This is an optimization exercise on Yosys and OpenROAD, whose aim is small area, not a production implementation. In this exercise RTL edits were held to simulation tests only and were not proved equivalent to the original. No driver is modelled on the clock port, so clocking that relies on it looks cheaper here than on a real chip. No activity file was given, so power comes from the tool's default toggle rates.

--- design/flow/flow/downsize.tcl ---
# Sourced after clock tree synthesis (POST_CTS_TCL): gates that the repair
# steps enlarged but that now drive a single buffer are set back to their
# smallest size; the buffer carries the load. Flip-flops, buffers,
# inverters of the clock tree and tie cells are left alone.
set downsized 0
set saved 0.0
foreach inst [get_cells *] {
  set ref [get_property $inst ref_name]
  if {![regexp {^(sky130_fd_sc_hd__[a-z0-9]+)_([0-9]+)$} $ref -> base size]} { continue }
  if {$size <= 1} { continue }
  if {[regexp {__(buf|clkbuf|clkinv|clkdly|dly|df|edf|sdf|dl|conb|tap|fill|decap|diode)} $base]} { continue }
  set small [get_lib_cells -quiet */${base}_1]
  if {[llength $small] == 0} { continue }
  set outs [get_pins -of_objects $inst -filter "direction==output"]
  if {[llength $outs] != 1} { continue }
  set net [get_nets -of_objects $outs]
  if {[llength [get_ports -quiet -of_objects $net]] != 0} { continue }
  set loads [get_pins -of_objects $net -filter "direction==input"]
  if {[llength $loads] != 1} { continue }
  set lref [get_property [get_cells -of_objects $loads] ref_name]
  if {![regexp {__(buf|clkbuf)_[0-9]+$} $lref]} { continue }
  set before [get_property [get_lib_cells */$ref] area]
  replace_cell $inst [lindex $small 0]
  set saved [expr {$saved + $before - [get_property [lindex $small 0] area]}]
  incr downsized
}
puts "downsize.tcl: $downsized gates set back to size 1, [format %.1f $saved] um2"
--- design/flow/flow/rfbit_cells.v ---
// Generated by gen/rfbit_cells.py: decode_stage_reg_rfbit mapped to cells.
module decode_stage_reg_rfbit (d, s1, s2, alu, src_a, src_b, nrd1, nrd2, neq);
  input [31:0] d;
  input [31:0] s1;
  input [31:0] s2;
  input alu;
  input [2:0] src_a;
  input [2:0] src_b;
  output nrd1;
  output nrd2;
  output neq;
  wire g1_0;
  wire g1_1;
  wire g1_2;
  wire g1_3;
  wire g1_4;
  wire g1_5;
  wire g1_6;
  wire g1_7;
  wire g1_8;
  wire g1_9;
  wire g1_10;
  wire g2_0;
  wire g2_1;
  wire g2_2;
  wire g2_3;
  wire g2_4;
  wire g2_5;
  wire g2_6;
  wire g2_7;
  wire g2_8;
  wire g2_9;
  wire g2_10;
  wire h1_0;
  wire h1_1;
  wire h1_2;
  wire h2_0;
  wire h2_1;
  wire h2_2;
  wire rd1;
  wire rd2;
  wire nop1;
  wire nop2;
  sky130_fd_sc_hd__a222oi_1 c1 (.A1(d[0]), .A2(s1[0]), .B1(d[1]), .B2(s1[1]), .C1(d[2]), .C2(s1[2]), .Y(g1_0));
  sky130_fd_sc_hd__a222oi_1 c2 (.A1(d[3]), .A2(s1[3]), .B1(d[4]), .B2(s1[4]), .C1(d[5]), .C2(s1[5]), .Y(g1_1));
  sky130_fd_sc_hd__a222oi_1 c3 (.A1(d[6]), .A2(s1[6]), .B1(d[7]), .B2(s1[7]), .C1(d[8]), .C2(s1[8]), .Y(g1_2));
  sky130_fd_sc_hd__a222oi_1 c4 (.A1(d[9]), .A2(s1[9]), .B1(d[10]), .B2(s1[10]), .C1(d[11]), .C2(s1[11]), .Y(g1_3));
  sky130_fd_sc_hd__a222oi_1 c5 (.A1(d[12]), .A2(s1[12]), .B1(d[13]), .B2(s1[13]), .C1(d[14]), .C2(s1[14]), .Y(g1_4));
  sky130_fd_sc_hd__a222oi_1 c6 (.A1(d[15]), .A2(s1[15]), .B1(d[16]), .B2(s1[16]), .C1(d[17]), .C2(s1[17]), .Y(g1_5));
  sky130_fd_sc_hd__a222oi_1 c7 (.A1(d[18]), .A2(s1[18]), .B1(d[19]), .B2(s1[19]), .C1(d[20]), .C2(s1[20]), .Y(g1_6));
  sky130_fd_sc_hd__a222oi_1 c8 (.A1(d[21]), .A2(s1[21]), .B1(d[22]), .B2(s1[22]), .C1(d[23]), .C2(s1[23]), .Y(g1_7));
  sky130_fd_sc_hd__a222oi_1 c9 (.A1(d[24]), .A2(s1[24]), .B1(d[25]), .B2(s1[25]), .C1(d[26]), .C2(s1[26]), .Y(g1_8));
  sky130_fd_sc_hd__a222oi_1 c10 (.A1(d[27]), .A2(s1[27]), .B1(d[28]), .B2(s1[28]), .C1(d[29]), .C2(s1[29]), .Y(g1_9));
  sky130_fd_sc_hd__a22oi_1 c11 (.A1(d[30]), .A2(s1[30]), .B1(d[31]), .B2(s1[31]), .Y(g1_10));
  sky130_fd_sc_hd__nand4_1 c12 (.A(g1_0), .B(g1_1), .C(g1_2), .D(g1_3), .Y(h1_0));
  sky130_fd_sc_hd__nand4_1 c13 (.A(g1_4), .B(g1_5), .C(g1_6), .D(g1_7), .Y(h1_1));
  sky130_fd_sc_hd__nand3_1 c14 (.A(g1_8), .B(g1_9), .C(g1_10), .Y(h1_2));
  sky130_fd_sc_hd__nor3_1 c15 (.A(h1_0), .B(h1_1), .C(h1_2), .Y(nrd1));
  sky130_fd_sc_hd__inv_1 c16 (.A(nrd1), .Y(rd1));
  sky130_fd_sc_hd__a222oi_1 c17 (.A1(rd1), .A2(src_a[0]), .B1(alu), .B2(src_a[1]), .C1(d[0]), .C2(src_a[2]), .Y(nop1));
  sky130_fd_sc_hd__a222oi_1 c18 (.A1(d[0]), .A2(s2[0]), .B1(d[1]), .B2(s2[1]), .C1(d[2]), .C2(s2[2]), .Y(g2_0));
  sky130_fd_sc_hd__a222oi_1 c19 (.A1(d[3]), .A2(s2[3]), .B1(d[4]), .B2(s2[4]), .C1(d[5]), .C2(s2[5]), .Y(g2_1));
  sky130_fd_sc_hd__a222oi_1 c20 (.A1(d[6]), .A2(s2[6]), .B1(d[7]), .B2(s2[7]), .C1(d[8]), .C2(s2[8]), .Y(g2_2));
  sky130_fd_sc_hd__a222oi_1 c21 (.A1(d[9]), .A2(s2[9]), .B1(d[10]), .B2(s2[10]), .C1(d[11]), .C2(s2[11]), .Y(g2_3));
  sky130_fd_sc_hd__a222oi_1 c22 (.A1(d[12]), .A2(s2[12]), .B1(d[13]), .B2(s2[13]), .C1(d[14]), .C2(s2[14]), .Y(g2_4));
  sky130_fd_sc_hd__a222oi_1 c23 (.A1(d[15]), .A2(s2[15]), .B1(d[16]), .B2(s2[16]), .C1(d[17]), .C2(s2[17]), .Y(g2_5));
  sky130_fd_sc_hd__a222oi_1 c24 (.A1(d[18]), .A2(s2[18]), .B1(d[19]), .B2(s2[19]), .C1(d[20]), .C2(s2[20]), .Y(g2_6));
  sky130_fd_sc_hd__a222oi_1 c25 (.A1(d[21]), .A2(s2[21]), .B1(d[22]), .B2(s2[22]), .C1(d[23]), .C2(s2[23]), .Y(g2_7));
  sky130_fd_sc_hd__a222oi_1 c26 (.A1(d[24]), .A2(s2[24]), .B1(d[25]), .B2(s2[25]), .C1(d[26]), .C2(s2[26]), .Y(g2_8));
  sky130_fd_sc_hd__a222oi_1 c27 (.A1(d[27]), .A2(s2[27]), .B1(d[28]), .B2(s2[28]), .C1(d[29]), .C2(s2[29]), .Y(g2_9));
  sky130_fd_sc_hd__a22oi_1 c28 (.A1(d[30]), .A2(s2[30]), .B1(d[31]), .B2(s2[31]), .Y(g2_10));
  sky130_fd_sc_hd__nand4_1 c29 (.A(g2_0), .B(g2_1), .C(g2_2), .D(g2_3), .Y(h2_0));
  sky130_fd_sc_hd__nand4_1 c30 (.A(g2_4), .B(g2_5), .C(g2_6), .D(g2_7), .Y(h2_1));
  sky130_fd_sc_hd__nand3_1 c31 (.A(g2_8), .B(g2_9), .C(g2_10), .Y(h2_2));
  sky130_fd_sc_hd__nor3_1 c32 (.A(h2_0), .B(h2_1), .C(h2_2), .Y(nrd2));
  sky130_fd_sc_hd__inv_1 c33 (.A(nrd2), .Y(rd2));
  sky130_fd_sc_hd__a222oi_1 c34 (.A1(rd2), .A2(src_b[0]), .B1(alu), .B2(src_b[1]), .C1(d[0]), .C2(src_b[2]), .Y(nop2));
  sky130_fd_sc_hd__xor2_1 c35 (.A(nop1), .B(nop2), .X(neq));
endmodule
--- design/flow/flow/trim.tcl ---
# Gates above size 1 (outside the clock tree and the flip-flops) are tried at
# each smaller size, smallest first; a size is kept when every pin of the
# gate's output net stays within 80% of the library's slew limit; the
# later repair steps check the load (placement parasitics).
estimate_parasitics -placement
set trimmed 0
set saved 0.0
proc tr_ok {inst} {
  foreach op [get_pins -of_objects $inst -filter "direction==output"] {
    set net [get_nets -of_objects $op]
    foreach p [get_pins -of_objects $net] {
      if {[get_property $p slew_max] > 1.2} { return 0 }
    }
  }
  return 1
}
foreach inst [get_cells *] {
  set ref [get_property $inst ref_name]
  if {![regexp {^(sky130_fd_sc_hd__[a-z0-9]+)_([0-9]+)$} $ref -> base size]} { continue }
  if {$size <= 1} { continue }
  if {[regexp {__(buf|clkbuf|clkinv|clkdly|dly|df|edf|sdf|dl|conb|tap|fill|decap|diode)} $base]} { continue }
  set a0 [get_property [lindex [get_lib_cells */$ref] 0] area]
  foreach s {1 2 4} {
    if {$s >= $size} { break }
    set c [get_lib_cells -quiet */${base}_$s]
    if {[llength $c] == 0} { continue }
    replace_cell $inst [lindex $c 0]
    if {[tr_ok $inst]} {
      set saved [expr {$saved + $a0 - [get_property [lindex $c 0] area]}]
      incr trimmed
      break
    }
    replace_cell $inst [lindex [get_lib_cells */$ref] 0]
  }
}
puts "trim.tcl: $trimmed gates made smaller, [format %.1f $saved] um2"
--- design/flow/flow/abc_area.script ---
&get -n
&st
&dch -f
&nf -a -R 1000
&put
--- design/flow/flow/merge.tcl ---
# A gate or input port buffer whose only load is a buffer (inserted by the
# repair steps) takes over that buffer's drive: the buffer is removed and the
# driver becomes the variant with the buffer's drive strength, when that is
# smaller than the two cells together. Each input port keeps one buffer.
set merged 0
set saved 0.0
proc mg_loads {net} {
  set r {}
  foreach it [$net getITerms] { if {[$it isInputSignal]} { lappend r $it } }
  return $r
}
proc mg_area {name} { return [get_property [lindex [get_lib_cells */$name] 0] area] }
foreach g [[ord::get_db_block] getInsts] {
  set gref [[$g getMaster] getName]
  if {![regexp {^(sky130_fd_sc_hd__[a-z0-9]+)_([0-9]+)$} $gref -> base size]} { continue }
  if {[regexp {__(clkbuf|clkinv|clkdly|dly|df|edf|sdf|dl|conb|tap|fill|decap|diode)} $base]} { continue }
  set outs {}
  foreach it [$g getITerms] { if {[$it isOutputSignal]} { lappend outs $it } }
  if {[llength $outs] != 1} { continue }
  set n1 [[lindex $outs 0] getNet]
  if {$n1 eq "NULL" || [llength [$n1 getBTerms]] != 0} { continue }
  set l [mg_loads $n1]
  if {[llength $l] != 1} { continue }
  set b [[lindex $l 0] getInst]
  set bref [[$b getMaster] getName]
  if {![regexp {__buf_([0-9]+)$} $bref -> bsize]} { continue }
  if {$bsize <= $size} { continue }
  set big ${base}_${bsize}
  if {[llength [get_lib_cells -quiet */$big]] == 0} { continue }
  set before [expr {[mg_area $gref] + [mg_area $bref]}]
  set after [mg_area $big]
  if {$after >= $before} { continue }
  remove_buffers [get_cells [$b getName]]
  replace_cell [get_cells [$g getName]] [lindex [get_lib_cells */$big] 0]
  set saved [expr {$saved + $before - $after}]
  incr merged
}
puts "merge.tcl: $merged driver and buffer pairs merged, [format %.1f $saved] um2"
--- design/flow/config.mk ---
export PLATFORM = sky130hd
export DESIGN_NAME = decode_stage_reg
export DESIGN_NICKNAME = decode_stage_reg
export VERILOG_FILES = /design/flow/design.v
export SDC_FILE = /design/flow/constraint.sdc
export NUM_CORES = 4
export LEC_CHECK = 0
export CAP_MARGIN = 20
export CORE_MARGIN = 2
export CORE_UTILIZATION = 75
export SLEW_MARGIN = 20
--- design/flow/standard.sh ---
#!/bin/bash
# synth_recipe.tcl (not shown) runs the flow's synth.tcl, then flattens the netlist and writes it again
# the make line also repeats each setting of config.mk as NAME=value (left out here)
make -C /OpenROAD-flow-scripts/flow DESIGN_CONFIG=/design/flow/config.mk WORK_HOME=/design/flow/orfs CLKGATE_MAP_FILE= SYNTH_SCRIPT=/design/flow/synth_recipe.tcl "${@:-finish}"
--- design/flow/constraint.sdc ---
create_clock -name core_clock -period 12.0 [get_ports {clk}]
set_input_delay 2.4000 -clock core_clock [delete_from_list [all_inputs] [get_ports {clk}]]
set_output_delay 2.4000 -clock core_clock [all_outputs]
set_load 0.01 [all_outputs]
--- design/flow/flow/rfbit.tcl ---
# Sourced by ORFS's synthesis front end (SYNTH_CANONICALIZE_TCL): replaces
# the behavioural decode_stage_reg_rfbit with its cell-level mapping
# (rfbit_cells.v, generated by gen/rfbit_cells.py), which is flattened into
# the top like the behavioural module would be.
read_verilog -overwrite [file join [file dirname [info script]] rfbit_cells.v]
hierarchy -check -top $::env(DESIGN_NAME)
--- design/flow/flow/post_cts.tcl ---
# POST_CTS_TCL hook: area clean-ups after clock tree synthesis, then the
# placement is legalised again.
source [file join [file dirname [info script]] downsize.tcl]
source [file join [file dirname [info script]] merge.tcl]
source [file join [file dirname [info script]] trim.tcl]
detailed_placement
check_placement -verbose
--- design/flow/design.v ---
module decode_stage_reg_rfbit (
  input  logic [31:0] d,
  input  logic [31:0] s1,
  input  logic [31:0] s2,
  input  logic        alu,
  input  logic [2:0]  src_a,
  input  logic [2:0]  src_b,
  output logic        nrd1,
  output logic        nrd2,
  output logic        neq
);
  logic rd1, rd2, op_a, op_b;
  assign rd1  = |(d & s1);
  assign rd2  = |(d & s2);
  assign nrd1 = ~rd1;
  assign nrd2 = ~rd2;
  assign op_a = (rd1 & src_a[0]) | (alu & src_a[1]) | (d[0] & src_a[2]);
  assign op_b = (rd2 & src_b[0]) | (alu & src_b[1]) | (d[0] & src_b[2]);
  assign neq  = op_a ^ op_b;
endmodule
module decode_stage_reg #(
  parameter int DATA_W = 32,
  parameter int CNT_W  = 16
) (
  input  logic              clk,
  input  logic              reset,
  input  logic [31:0]       instr_d,
  input  logic [DATA_W-1:0] pc_plus_4_d,
  input  logic              valid_d,
  input  logic              stall_d,
  input  logic              flush_e,
  input  logic              branch_ne_d,
  input  logic              reg_we_w,
  input  logic [4:0]        reg_write_addr_w,
  input  logic [DATA_W-1:0] reg_write_data_w,
  input  logic [DATA_W-1:0] alu_result_m,
  input  logic [1:0]        forward_a_d,
  input  logic [1:0]        forward_b_d,
  output logic              branch_cond_d,
  output logic [DATA_W-1:0] pc_branch_d,
  output logic [DATA_W-1:0] reg_data_1_e,
  output logic [DATA_W-1:0] reg_data_2_e,
  output logic [4:0]        rs_e,
  output logic [4:0]        rt_e,
  output logic [4:0]        rd_e,
  output logic [DATA_W-1:0] imm_e,
  output logic [DATA_W-1:0] shamt_e,
  output logic [DATA_W-1:0] pc_plus_4_e,
  output logic              valid_e,
  output logic [CNT_W-1:0]  bubble_count
);
  logic [4:0] w_rs, w_rt;
  assign w_rs = instr_d[25:21];
  assign w_rt = instr_d[20:16];
  logic [31:1]       r_wr;             
  logic [31:1][DATA_W-1:0] r_mem;     
  logic [31:1]       w_wdec;           
  always_comb begin
    for (int i = 1; i < 32; i++) begin
      w_wdec[i] = reg_we_w & (reg_write_addr_w == i[4:0]);
    end
  end
  always_ff @(posedge clk or posedge reset) begin
    if (reset) r_wr <= '0;
    else       r_wr <= r_wr | w_wdec;
  end
  for (genvar i = 1; i < 32; i++) begin : g_reg
    logic [DATA_W-1:0] r_q;
    always_ff @(posedge clk) begin
      if (w_wdec[i]) r_q <= reg_write_data_w;
    end
    assign r_mem[i] = r_q;
  end
  logic [31:0] w_sel1, w_sel2;
  logic [3:0]  w_hi1, w_hi2;    
  logic [7:0]  w_lo1, w_lo2;    
  always_comb begin
    w_sel1[0] = reg_we_w & (reg_write_addr_w == w_rs) & (w_rs != 5'd0);
    w_sel2[0] = reg_we_w & (reg_write_addr_w == w_rt) & (w_rt != 5'd0);
    for (int k = 0; k < 4; k++) begin
      w_hi1[k] = (w_rs[4:3] == k[1:0]) & ~w_sel1[0];
      w_hi2[k] = (w_rt[4:3] == k[1:0]) & ~w_sel2[0];
    end
    for (int m = 0; m < 8; m++) begin
      w_lo1[m] = (w_rs[2:0] == m[2:0]);
      w_lo2[m] = (w_rt[2:0] == m[2:0]);
    end
    for (int i = 1; i < 32; i++) begin
      w_sel1[i] = w_hi1[i/8] & w_lo1[i%8] & r_wr[i];
      w_sel2[i] = w_hi2[i/8] & w_lo2[i%8] & r_wr[i];
    end
  end
  logic [2:0] w_src_a, w_src_b;
  assign w_src_a = {forward_a_d == 2'd2, forward_a_d == 2'd1,
                    forward_a_d == 2'd0 || forward_a_d == 2'd3};
  assign w_src_b = {forward_b_d == 2'd2, forward_b_d == 2'd1,
                    forward_b_d == 2'd0 || forward_b_d == 2'd3};
  logic [DATA_W-1:0] w_nrd1, w_nrd2, w_neq;
  for (genvar j = 0; j < DATA_W; j++) begin : g_bit
    logic [31:0] w_col;
    assign w_col[0] = reg_write_data_w[j];
    for (genvar i = 1; i < 32; i++) begin : g_col
      assign w_col[i] = r_mem[i][j];
    end
    decode_stage_reg_rfbit u_bit (
      .d    (w_col),
      .s1   (w_sel1),
      .s2   (w_sel2),
      .alu  (alu_result_m[j]),
      .src_a(w_src_a),
      .src_b(w_src_b),
      .nrd1 (w_nrd1[j]),
      .nrd2 (w_nrd2[j]),
      .neq  (w_neq[j])
    );
  end
  assign branch_cond_d = ~(|w_neq) ^ branch_ne_d;
  logic [15:0] w_aa, w_ab;
  logic [16:0] w_c;
  logic [13:0] w_hi, w_run;
  logic        w_gh, w_ph, w_flip;
  always_comb begin
    w_aa = pc_plus_4_d[17:2];
    w_ab = instr_d[15:0];
    pc_branch_d[1:0] = pc_plus_4_d[1:0];
    w_c[0] = 1'b0;
    for (int k = 0; k < 16; k++) begin
      pc_branch_d[k+2] = w_aa[k] ^ w_ab[k] ^ w_c[k];
      w_c[k+1]         = (w_aa[k] & w_ab[k]) | (w_c[k] & (w_aa[k] ^ w_ab[k]));
    end
    w_gh = 1'b0;
    w_ph = 1'b1;
    for (int k = 8; k < 16; k++) begin
      w_gh = (w_aa[k] & w_ab[k]) | ((w_aa[k] | w_ab[k]) & w_gh);
      w_ph = w_ph & (w_aa[k] | w_ab[k]);
    end
    w_flip = (w_gh | (w_ph & w_c[8])) ^ instr_d[15];
    w_hi   = pc_plus_4_d[31:18];
    w_run[0] = 1'b1;
    for (int k = 1; k < 14; k++) begin
      w_run[k] = w_run[k-1] & (w_hi[k-1] ^ instr_d[15]);
    end
    pc_branch_d[31:18] = w_hi ^ ({14{w_flip}} & w_run);
  end
  logic              w_bubble;
  logic              r_full;
  logic [DATA_W-1:0] r_reg_data_1;     
  logic [DATA_W-1:0] r_reg_data_2;
  logic [4:0]        r_rs;
  logic [4:0]        r_rt;
  logic [15:0]       r_imm;            
  logic [DATA_W-1:0] r_pc_plus_4;
  logic              r_valid;
  assign w_bubble = flush_e | stall_d;
  always_ff @(posedge clk or posedge reset) begin
    if (reset) r_full <= 1'b0;
    else       r_full <= ~w_bubble;
  end
  logic r_empty;
  always_ff @(posedge clk or posedge reset) begin
    if (reset) r_empty <= 1'b1;
    else       r_empty <= w_bubble;
  end
  always_ff @(posedge clk) begin
    r_reg_data_1 <= w_nrd1;
    r_reg_data_2 <= w_nrd2;
    r_rs         <= w_rs;
    r_rt         <= w_rt;
    r_imm        <= instr_d[15:0];
    r_pc_plus_4  <= pc_plus_4_d;
    r_valid      <= valid_d;
  end
  logic [15:0] w_imm_e;
  assign w_imm_e      = r_imm & {16{r_full}};
  assign reg_data_1_e = ~(r_reg_data_1 | {DATA_W{r_empty}});
  assign reg_data_2_e = ~(r_reg_data_2 | {DATA_W{r_empty}});
  assign rs_e         = r_rs & {5{r_full}};
  assign rt_e         = r_rt & {5{r_full}};
  assign rd_e         = w_imm_e[15:11];
  assign imm_e        = {{(DATA_W-16){w_imm_e[15]}}, w_imm_e};
  assign shamt_e      = {{(DATA_W-5){1'b0}}, w_imm_e[10:6]};
  assign pc_plus_4_e  = r_pc_plus_4 & {DATA_W{r_full}};
  assign valid_e      = r_valid & r_full;
  logic [CNT_W-1:0] r_bubble_count;
  always_ff @(posedge clk or posedge reset) begin
    if (reset) begin
      r_bubble_count <= {CNT_W{1'b0}};
    end else if (w_bubble && (r_bubble_count != {CNT_W{1'b1}})) begin
      r_bubble_count <= r_bubble_count + {{(CNT_W-1){1'b0}}, 1'b1};
    end
  end
  assign bubble_count = r_bubble_count;
endmodule
--- design/flow/flow/run.sh ---
#!/bin/bash
# Own layout flow: the standard ORFS flow (standard.sh) with
#  - the register-file read slice (decode_stage_reg_rfbit) mapped by hand
#    to cells (flow/rfbit_cells.v, swapped in by flow/rfbit.tcl),
#  - an area-oriented ABC script for the rest of the combinational logic and
#    full adders only from extract_fa (registers are mapped by the unchanged
#    dfflibmap step, so they keep the standard synthesis's names and cells),
#  - the smallest buffer on each port, and one tie cell for all the constant
#    outputs (shamt_e[31:5]) instead of one each,
#  - clock tree synthesis with sink clusters of up to 16 flip-flops, clkbuf_8
#    buffers and no dummy loads,
#  - after clock tree synthesis, gates enlarged by the repair steps that now
#    drive a single buffer set back to size 1 (flow/downsize.tcl); then a
#    gate or input port buffer whose only load is a buffer takes that
#    buffer's drive strength in its place when that is smaller
#    (flow/merge.tcl); then gates are made as small as their output slew
#    allows (flow/trim.tcl).
# make's full output goes to flow_make.log here; ORFS keeps each step's log
# under orfs/logs.
set -euo pipefail
W=$PWD
rm -rf "$W/scripts_local"
cp -r "$FLOW_HOME/scripts" "$W/scripts_local"
cp "$W/flow/abc_area.script" "$W/scripts_local/abc_area.script"
sed -i 's/^  extract_fa {\*}\[dont_use_extract_fa_args\]$/  extract_fa -fa/' "$W/scripts_local/synth.tcl"
grep -q '^  extract_fa -fa$' "$W/scripts_local/synth.tcl"
bash standard.sh \
  SCRIPTS_DIR="$W/scripts_local" \
  SYNTH_CANONICALIZE_TCL="$W/flow/rfbit.tcl" \
  ABC_AREA=1 \
  SKIP_REPAIR_TIE_FANOUT=1 \
  POST_CTS_TCL="$W/flow/post_cts.tcl" \
  "BUFFER_PORTS_ARGS=-buffer_cell sky130_fd_sc_hd__buf_1" \
  "CTS_ARGS=-sink_clustering_enable -repair_clock_nets -dont_use_dummy_load -sink_clustering_size 16 -sink_clustering_max_diameter 60 -buf_list {sky130_fd_sc_hd__clkbuf_8}" \
  finish > "$W/flow_make.log" 2>&1
==> results.txt <==
==> layer usage <==
metal	vias up	global-route usage
met5	-	0.00309
met4	14	0.353
met3	1011	0.227
met2	4657	0.723
met1	16800	0.647
li1	13600	-
==> synth_stat cells, drive strengths merged, types with 2 or more instances <==
library cell | n | area share
a21o | 3 | 0.00049
a21oi | 8 | 0.00087
a222oi | 704 | 0.15
a22oi | 66 | 0.011
and2 | 60 | 0.0081
and3 | 70 | 0.0095
and3b | 4 | 0.00076
buf | 55 | 0.0089
clkinv | 12 | 0.00097
dfrtp | 48 | 0.026
dfxtp | 123 | 0.053
edfxtp | 992 | 0.64
fa | 14 | 0.0061
inv | 64 | 0.0052
nand2 | 19 | 0.0015
nand2b | 3 | 0.00041
nand3 | 79 | 0.0085
nand4 | 136 | 0.018
nor2 | 113 | 0.0092
nor2b | 10 | 0.0014
nor3 | 71 | 0.0077
nor3b | 12 | 0.0019
nor4 | 11 | 0.0015
o21ai | 4 | 0.00043
o221ai | 2 | 0.00038
o22ai | 3 | 0.00041
or2 | 32 | 0.0043
or3 | 2 | 0.00027
xnor2 | 23 | 0.0044
xor2 | 55 | 0.010
==> report_power, final <==
| group | switching [W] | total [W] | internal (W) |
|---|---|---|---|
| Combinational | 0.000515 | 0.000707 | 0.000192 |
| Sequential | 0.0000786 | 0.00459 | 0.00451 |
| Clock | 0.00118 | 0.00180 | 0.000622 |
| Total | 0.00177 | 0.00710 | 0.00533 |
==> critical path: stages <==
cell	delay (ns)
buf_1	0.50
xor2_1	0.14
nor4_1	0.31
nand3_1	0.15
a21oi_1	0.24
buf_4	0.53
nor3_1	0.25
and3_2	0.61
a222oi_1	0.65
nand4_1	0.39
nor3_1	0.46
inv_1	0.09
a222oi_1	0.40
xor2_1	0.21
nor4_1	0.49
nand4_1	0.17
nor2_1	0.28
xor2_1	0.18
buf_1	0.16
==> cell type report <==
cell class	instances	share of cell area
Sequential cell	1164	0.674
Multi-Input combinational cell	1510	0.245
Timing Repair Buffer	344	0.0325
Clock buffer	83	0.0230
Tap cell	790	0.0199
Inverter	76	0.00577
Antenna cell	7	0.000352
==> worst max-delay path by stage <==
stage | from | endpoint | slack [ns] | cells after the start
finish | reg_write_addr_w[3] | branch_cond_d | 0.95 | 19
floorplan | pc_plus_4_d[2] | pc_branch_d[17] | 1.57 | 18
global route | instr_d[0] | pc_branch_d[17] | 0.75 | 20
detailed placement | instr_d[0] | pc_branch_d[17] | 1.04 | 20
global placement | pc_plus_4_d[2] | pc_branch_d[17] | 1.10 | 20
==> state kept, by name, summed over array words and instances (netlist names) <==
name,cells
r_wr,31
g.r_q,992
r_bubble_count,16
r_imm,16
r_reg_data_2,32
r_rt,5
r_empty,1
r_reg_data_1,32
r_rs,5
r_full,1
r_valid,1
r_pc_plus_4,32
==> through the flow <==
stage	worst slack, ns	instance area [um2]	power [W]
floorplan	1.57	46200	0.00498
global placement	1.10	49400	0.00531
detailed placement	1.04	49400	0.00534
global route	0.752	49700	0.00721
finish	0.947	49700	0.00710
==> cells by family after synthesis <==
family,after synthesis,synth area share
other,1,0.0000811
buffers and inverters,131,0.0151
flip-flops,1164,0.724
XOR/XNOR,78,0.0148
AND/OR/NAND/NOR,623,0.0737
adder cells (fa/ha/maj),14,0.00606
AO/OA/AOI/OAI,794,0.166
==> results.sh <==
export IMPL_slew_viol_final=0
export IMPL_relSlewSlack=0.203
export IMPL_tightest_slew_ns=1.19
export IMPL_fin_crit_sh=0.921
export IMPL_chipHeight_um=252
export IMPL_first_pass_iters=15
export IMPL_grt_overflow=0
export IMPL_final_common_cell="edfxtp_1"
export IMPL_hold_end="r_wr[8]$_DFF_PP0_"
export IMPL_cp_start_kind="input port"
export IMPL_yosys_warnings=1
export IMPL_clock_latency_ns=0.73
export IMPL_synth_cells=2805
export IMPL_die_width_um=252
export IMPL_finalHoldViolCount=0
export IMPL_gp_congestion=0.968
export IMPL_critical_path_class="in2out"
export IMPL_r2r_cells=5
export IMPL_setup_viol=0
export IMPL_wl_met2_um=68600
export IMPL_top_layer="met5"
export IMPL_track_usage=0.515
export IMPL_r2r_slack_ns=9.12
export IMPL_synth_fp_nets=2963
export IMPL_layout_cells_non_filler=3974
export IMPL_dr_wl_met3_um=35500
export IMPL_synth_cell_type_count=37
export IMPL_ioPinCount=369
export IMPL_wirelength_met1_um=46700
export IMPL_first_global_vias=34200
export IMPL_drive_above_1_share=0.0715
export IMPL_whs_ns=0.493
export IMPL_synth_ff_type="edfxtp_1"
export IMPL_fin_setup_tns_ns=0
export IMPL_placedCellCount=4013
export IMPL_layout_nets=3337
export IMPL_cts_tree="built"
export IMPL_status="complete, no violations"
export IMPL_die_area_um2=63700
export IMPL_ir_worst_vdd_uv=115
export IMPL_synth_seq_area_share=0.724
export IMPL_crit_path_max_fanout=33
export IMPL_drc_errors=0
export IMPL_antenna_found_initial=12
export IMPL_syn_to_final_growth_pct=7.46
export IMPL_wl_per_cell_um=41.9
export IMPL_multiInputGateArea_um2=12200
export IMPL_grt_start_max_net_pins=65
export IMPL_drt_wl_total_um=166000
export IMPL_dp_hpwl_um=96100
export IMPL_syn_cell_area_um2=46200
export IMPL_start_util=0.754
export IMPL_clock_skew_ns=0.0757
export IMPL_fin_util=0.810
export IMPL_vias_per_cell=9.08
export IMPL_synth_seq_cells=1164
export IMPL_timing_rr_end="r_reg_data_2[14]$_DFF_P_"
export IMPL_hp_class="reg2reg"
export IMPL_min_from="r_wr[8]$_DFF_PP0_"
export IMPL_p_leak_nw=16.0
export IMPL_vias=36100
export IMPL_nFillCells=3264
export IMPL_ant_nets=0
export IMPL_maxCapViolCount=0
export IMPL_avgSynthCellArea_um2=16.5
export IMPL_max_freq_ghz=0.0905
export IMPL_core_um2=61400
export IMPL_mostFrequentLayoutCells="992 x edfxtp_1, 704 x a222oi_1, 260 x buf_1"
export IMPL_synth_edf_count=992
export IMPL_async_flop_share=0.0421
export IMPL_final_min_clock_period_ns=11.05
export IMPL_port_buffers=335
export IMPL_grt_pass1_wl_um=230000
export IMPL_endpoint_kind="output port"
export IMPL_regArea_um2=33500
export IMPL_clk_pin_slew_ns=0.08
export IMPL_power_density_nw_per_um2=143
export IMPL_critical_path_required_ns=9.60
export IMPL_first_iter_violations=12100
export IMPL_r2r_start="r_wr[13]$_DFF_PP0_"
export IMPL_grt_setup_unrepaired="no"
export IMPL_holdPathStages=1
export IMPL_std_cell_rows=91
export IMPL_clock_sinks=1164
export IMPL_critical_path_arrival_ns=8.65

[what the ideal ports hide]
The results above use ideal ports. As a check the final layout listed here was re-extracted and re-timed, cells and wires unchanged.
Step 1, drivers: a clkbuf_16 drives clk and a buf_2 each remaining input, both assumed.
Step 2 times the ports against the registers' clock, not the clock port: input delays grow and output delays shrink by t, the midpoint of the rising clock arrivals with the driver on.
a / b / c = no drivers / after step 1 / after step 2; a / b = the first two.
shift t [ns]: 0.762
setup WS [ns]: 0.947 / 0.880 / 0.880
worst setup path after step 2: input to output
slew at the worst register clock pin (ns): 0.11 / 0.11
After both steps setup and hold are still met in this run. The setup slack of this run moves by -0.067 ns with the drivers and by -0.067 ns with both steps.
